What follows belongs to an exercise in optimizing a design on an open flow for a short achievable clock period; a production flow would make more cautious choices.
Only simulation tests tie the RTL to the original design; equivalence was not proved.

P:
## float_core_top
module float_core_top (
  input  logic                clk,
  input  logic                reset,
  input  logic                run,
  input  logic                prog_we,
  input  core_pkg::word_t     prog_data,
  input  core_pkg::port_sel_t p_sel,
  input  core_pkg::word_t     P0,
  input  core_pkg::word_t     P1,
  output core_pkg::word_t     P0_out,
  output core_pkg::word_t     P1_out,
  output core_pkg::word_t     result,
  output logic                result_valid
);
  core_pkg::addr_t    pc;
  core_pkg::word_t    instr_next;   
  core_pkg::opcode_t  op;
  core_pkg::reg_idx_t rs;
  core_pkg::opcode_t  op_next;
  core_pkg::word_t    instr_after;
  core_pkg::word_t    a_next;
  core_pkg::word_t    b_next;
  core_pkg::word_t    other_next;
  logic [7:0]         nib_gt_next;
  logic [7:0]         nib_eq_next;
  logic [7:0]         nib_gt_q;     
  logic [7:0]         nib_eq_q;
  logic               is_gt_q;      
  logic               is_lt_q;      
  logic               cmp_bit;      
  logic [8:0]         hi1_next;
  logic [8:0]         hi0_next;
  logic               norm1_next;
  logic               norm0_next;
  logic [35:0]        enc_next;
  core_pkg::word_t    other_q;      
  logic [8:0]         hi1_q;        
  logic [8:0]         hi0_q;
  logic               norm1_q;      
  logic               norm0_q;
  logic [47:8]        px_q;         
  logic [47:8]        gx_q;
  logic [47:8]        ys_q;         
  logic [47:8]        yc_q;
  logic [47:0]        row0;
  logic               clo;
  logic               clo_q;        
  logic [47:0]        row1;
  logic [47:8]        px;
  logic [47:8]        gx;
  ...
Size in the first run: roughly 6,700 cells after synthesis, about 930 flip-flops, roughly 200 I/O pins, about 0.063 mm^2 of cells after synthesis.
Settings: LEC_CHECK=0, ABC_CLOCK_PERIOD_IN_PS=4000, CAP_MARGIN=20, CORE_MARGIN=2, CORE_UTILIZATION=45, SETUP_SLACK_MARGIN=5, SLEW_MARGIN=20; clock period 18.0 ns.
standard.sh (not shown) runs the stock make flow with config.mk's settings and CLKGATE_MAP_FILE= SYNTH_SCRIPT=/design/flow/synth_recipe.tcl, a recipe that flattens the netlist after the stock synthesis.
==> flow/flow/run.sh <==
#!/bin/bash
# The standard layout, with three changes to how it is made:
# - timing repair aims well below the clock period (the design's own paths
#   are far shorter than the period, and repair_timing only works on paths
#   whose slack is under its margin);
# - full adders are left to abc as plain logic (no ADDER_MAP_FILE), which
#   maps the carry-save tree with faster gates than the adder cells;
# - slow cells are kept out of the netlist: the weak a222oi_1 (its only
#   size), and gates with three- or four-high transistor stacks.
# The synthesis is otherwise the standard one, with the same registers.
set -uo pipefail
here=$(cd "$(dirname "$0")" && pwd)
p=sky130_fd_sc_hd__
slow="${p}a222oi_1"
for c in or4 or4b or4bb nor4 nor4b nor4bb o2111ai a2111oi o2111a a2111o xor3 xnor3 or3 nor3 or3b nor3b; do
  slow="$slow ${p}${c}_*"
done
dont_use="$(cat "$here/platform_dont_use.txt") $slow"
bash standard.sh SETUP_SLACK_MARGIN=12 ADDER_MAP_FILE= "DONT_USE_CELLS=$dont_use" finish > make.log 2>&1
==> flow/flow/platform_dont_use.txt <==
sky130_fd_sc_hd__probe_p_8 sky130_fd_sc_hd__probec_p_8 sky130_fd_sc_hd__lpflow_bleeder_1 sky130_fd_sc_hd__lpflow_clkbufkapwr_1 sky130_fd_sc_hd__lpflow_clkbufkapwr_16 sky130_fd_sc_hd__lpflow_clkbufkapwr_2 sky130_fd_sc_hd__lpflow_clkbufkapwr_4 sky130_fd_sc_hd__lpflow_clkbufkapwr_8 sky130_fd_sc_hd__lpflow_clkinvkapwr_1 sky130_fd_sc_hd__lpflow_clkinvkapwr_16 sky130_fd_sc_hd__lpflow_clkinvkapwr_2 sky130_fd_sc_hd__lpflow_clkinvkapwr_4 sky130_fd_sc_hd__lpflow_clkinvkapwr_8 sky130_fd_sc_hd__lpflow_decapkapwr_12 sky130_fd_sc_hd__lpflow_decapkapwr_3 sky130_fd_sc_hd__lpflow_decapkapwr_4 sky130_fd_sc_hd__lpflow_decapkapwr_6 sky130_fd_sc_hd__lpflow_decapkapwr_8 sky130_fd_sc_hd__lpflow_inputiso0n_1 sky130_fd_sc_hd__lpflow_inputiso0p_1 sky130_fd_sc_hd__lpflow_inputiso1n_1 sky130_fd_sc_hd__lpflow_inputiso1p_1 sky130_fd_sc_hd__lpflow_inputisolatch_1 sky130_fd_sc_hd__lpflow_isobufsrc_1 sky130_fd_sc_hd__lpflow_isobufsrc_16 sky130_fd_sc_hd__lpflow_isobufsrc_2 sky130_fd_sc_hd__lpflow_isobufsrc_4 sky130_fd_sc_hd__lpflow_isobufsrc_8 sky130_fd_sc_hd__lpflow_isobufsrckapwr_16 sky130_fd_sc_hd__lpflow_lsbuf_lh_hl_isowell_tap_1 sky130_fd_sc_hd__lpflow_lsbuf_lh_hl_isowell_tap_2 sky130_fd_sc_hd__lpflow_lsbuf_lh_hl_isowell_tap_4 sky130_fd_sc_hd__lpflow_lsbuf_lh_isowell_4 sky130_fd_sc_hd__lpflow_lsbuf_lh_isowell_tap_1 sky130_fd_sc_hd__lpflow_lsbuf_lh_isowell_tap_2 sky130_fd_sc_hd__lpflow_lsbuf_lh_isowell_tap_4 # # Define fill cells 
## Diff of input files: Q against P
diff --git a/flow/design.v b/flow/design.v
--- a/flow/design.v
+++ b/flow/design.v
@@ -2038,37 +2038,34 @@
 endmodule
 module fmul_pg (
   input  logic [47:0] row0,
   input  logic [47:0] row1,
   output logic [47:8] px,
   output logic [47:8] gx,
-  output logic [47:8] ys,
-  output logic [47:8] yc
+  output logic [47:8] py,
+  output logic [47:8] gy
 );
   logic [47:0] y_s, y_g, y_c;
   assign px = row0[47:8] ^ row1[47:8];
   assign gx = row0[47:8] & row1[47:8];
   assign y_s = row0 ^ row1 ^ 48'h400000;
   assign y_g = (row0 & row1) | ((row0 | row1) & 48'h400000);
   assign y_c = {y_g[46:8], 9'd0};
-  assign ys = y_s[47:8];
-  assign yc = y_c[47:8];
+  assign py = y_s[47:8] ^ y_c[47:8];
+  assign gy = y_s[47:8] & y_c[47:8];
 endmodule
 module fmul_s2 (
   input  logic [47:8] px,
   input  logic [47:8] gx,
-  input  logic [47:8] ys,
-  input  logic [47:8] yc,
+  input  logic [47:8] py,
+  input  logic [47:8] gy,
   input  logic        clo,        
   output logic        sel,        
   output logic [22:0] man1,       
   output logic [22:0] man0        
 );
-  logic [47:8] py, gy;
-  assign py = ys ^ yc;
-  assign gy = ys & yc;
   logic [40:0] x_g0, x_p0;
   assign x_g0 = {gx, clo};
   assign x_p0 = {px, 1'b0};
   logic [40:0] x_g1, x_p1;
   assign x_g1 = {x_g0[40:1] | (x_p0[40:1] & x_g0[39:0]), x_g0[0:0]};
   assign x_p1 = {x_p0[40:1] & x_p0[39:0], x_p0[0:0]};
@@ -2354,22 +2351,22 @@
   logic [8:0]         hi1_q;        
   logic [8:0]         hi0_q;
   logic               norm1_q;      
   logic               norm0_q;
   logic [47:8]        px_q;         
   logic [47:8]        gx_q;
-  logic [47:8]        ys_q;         
-  logic [47:8]        yc_q;
+  logic [47:8]        py_q;         
+  logic [47:8]        gy_q;
   logic [47:0]        row0;
   logic               clo;
   logic               clo_q;        
   logic [47:0]        row1;
   logic [47:8]        px;
   logic [47:8]        gx;
-  logic [47:8]        ys;
-  logic [47:8]        yc;
+  logic [47:8]        py;
+  logic [47:8]        gy;
   logic               sel;
   logic [22:0]        man1;
   logic [22:0]        man0;
   core_pkg::word_t    res1;         
   core_pkg::word_t    res0;         
   pc_sequencer u_pc_sequencer (
@@ -2413,14 +2410,14 @@
     .P0_out     (P0_out),
     .P1_out     (P1_out)
   );
   fmul_s2 u_fmul_s2 (
     .px   (px_q),
     .gx   (gx_q),
-    .ys   (ys_q),
-    .yc   (yc_q),
+    .py   (py_q),
+    .gy   (gy_q),
     .clo  (clo_q),
     .sel  (sel),
     .man1 (man1),
     .man0 (man0)
   );
   cmp_finish u_cmp_finish (
@@ -2462,14 +2459,14 @@
   );
   fmul_pg u_fmul_pg (
     .row0 (row0),
     .row1 (row1),
     .px   (px),
     .gx   (gx),
-    .ys   (ys),
-    .yc   (yc)
+    .py   (py),
+    .gy   (gy)
   );
   always_ff @(posedge clk or posedge reset)
   begin
     if (reset)
     begin
       other_q <= '0;
@@ -2492,13 +2489,13 @@
     end
   end
   always_ff @(posedge clk)
   begin
     px_q   <= px;
     gx_q   <= gx;
-    ys_q   <= ys;
-    yc_q   <= yc;
+    py_q   <= py;
+    gy_q   <= gy;
     clo_q  <= clo;
     nib_gt_q <= nib_gt_next;
     nib_eq_q <= nib_eq_next;
   end
 endmodule
### Flow results
Of the two values seen for cell with the largest stage delay on the worst path, a221oi_4 was produced by P and a221o_1 by Q.
Going from P to Q, final worst hold slack went up 0.038 ns; site row count went up 2; summed instance area of the synthesized netlist went up about 2%; sequential share of layout area went up 0.72 points.
On global-route met1 utilization, the higher figure sits with Q, not P.
Per the comparison of Q with P, register-to-register slack rose 0.11 ns, global-route usage over all layers fell 0.93 points, number of clock sinks seen by CTS rose 7.9%.
There was hardly any difference in least setup slack across all paths after layout between P and Q.
The total die area in Q sits about 2% above the value recorded for P.
Q and P ended up with nearly the same final critical delay including setup and external delays.

-- what the ideal ports hide --
In the flow no input, the clock included, has a driving cell. The finished layouts below were timed again as built, in two steps.
Step 1: set_driving_cell puts a clkbuf_16 on clk and a buf_2 on each other input, an assumption about the parent block.
Step 2 times the ports against the registers' clock, not the clock port: input delays grow and output delays shrink by t, the midpoint of the rising clock arrivals with the driver on.
Three values: ideal, step 1, step 2; two values: the first two.
run | t, ns | slack for setup (ns) | worst hold slack (ns) | worst setup path at the end | worst register clock-pin slew, ns
P | 0.826 | 10.625 / 10.545 / 9.720 | 0.403 / 0.403 / 0.403 | input to register | 0.08 / 0.08
Q | 0.844 | 10.626 / 10.608 / 9.764 | 0.441 / 0.441 / 0.441 | input to register | 0.07 / 0.07
After both steps every run listed still meets setup and hold. The setup slack of P, which loses most, moves by -0.080 ns with the drivers and by -0.905 ns with both steps.
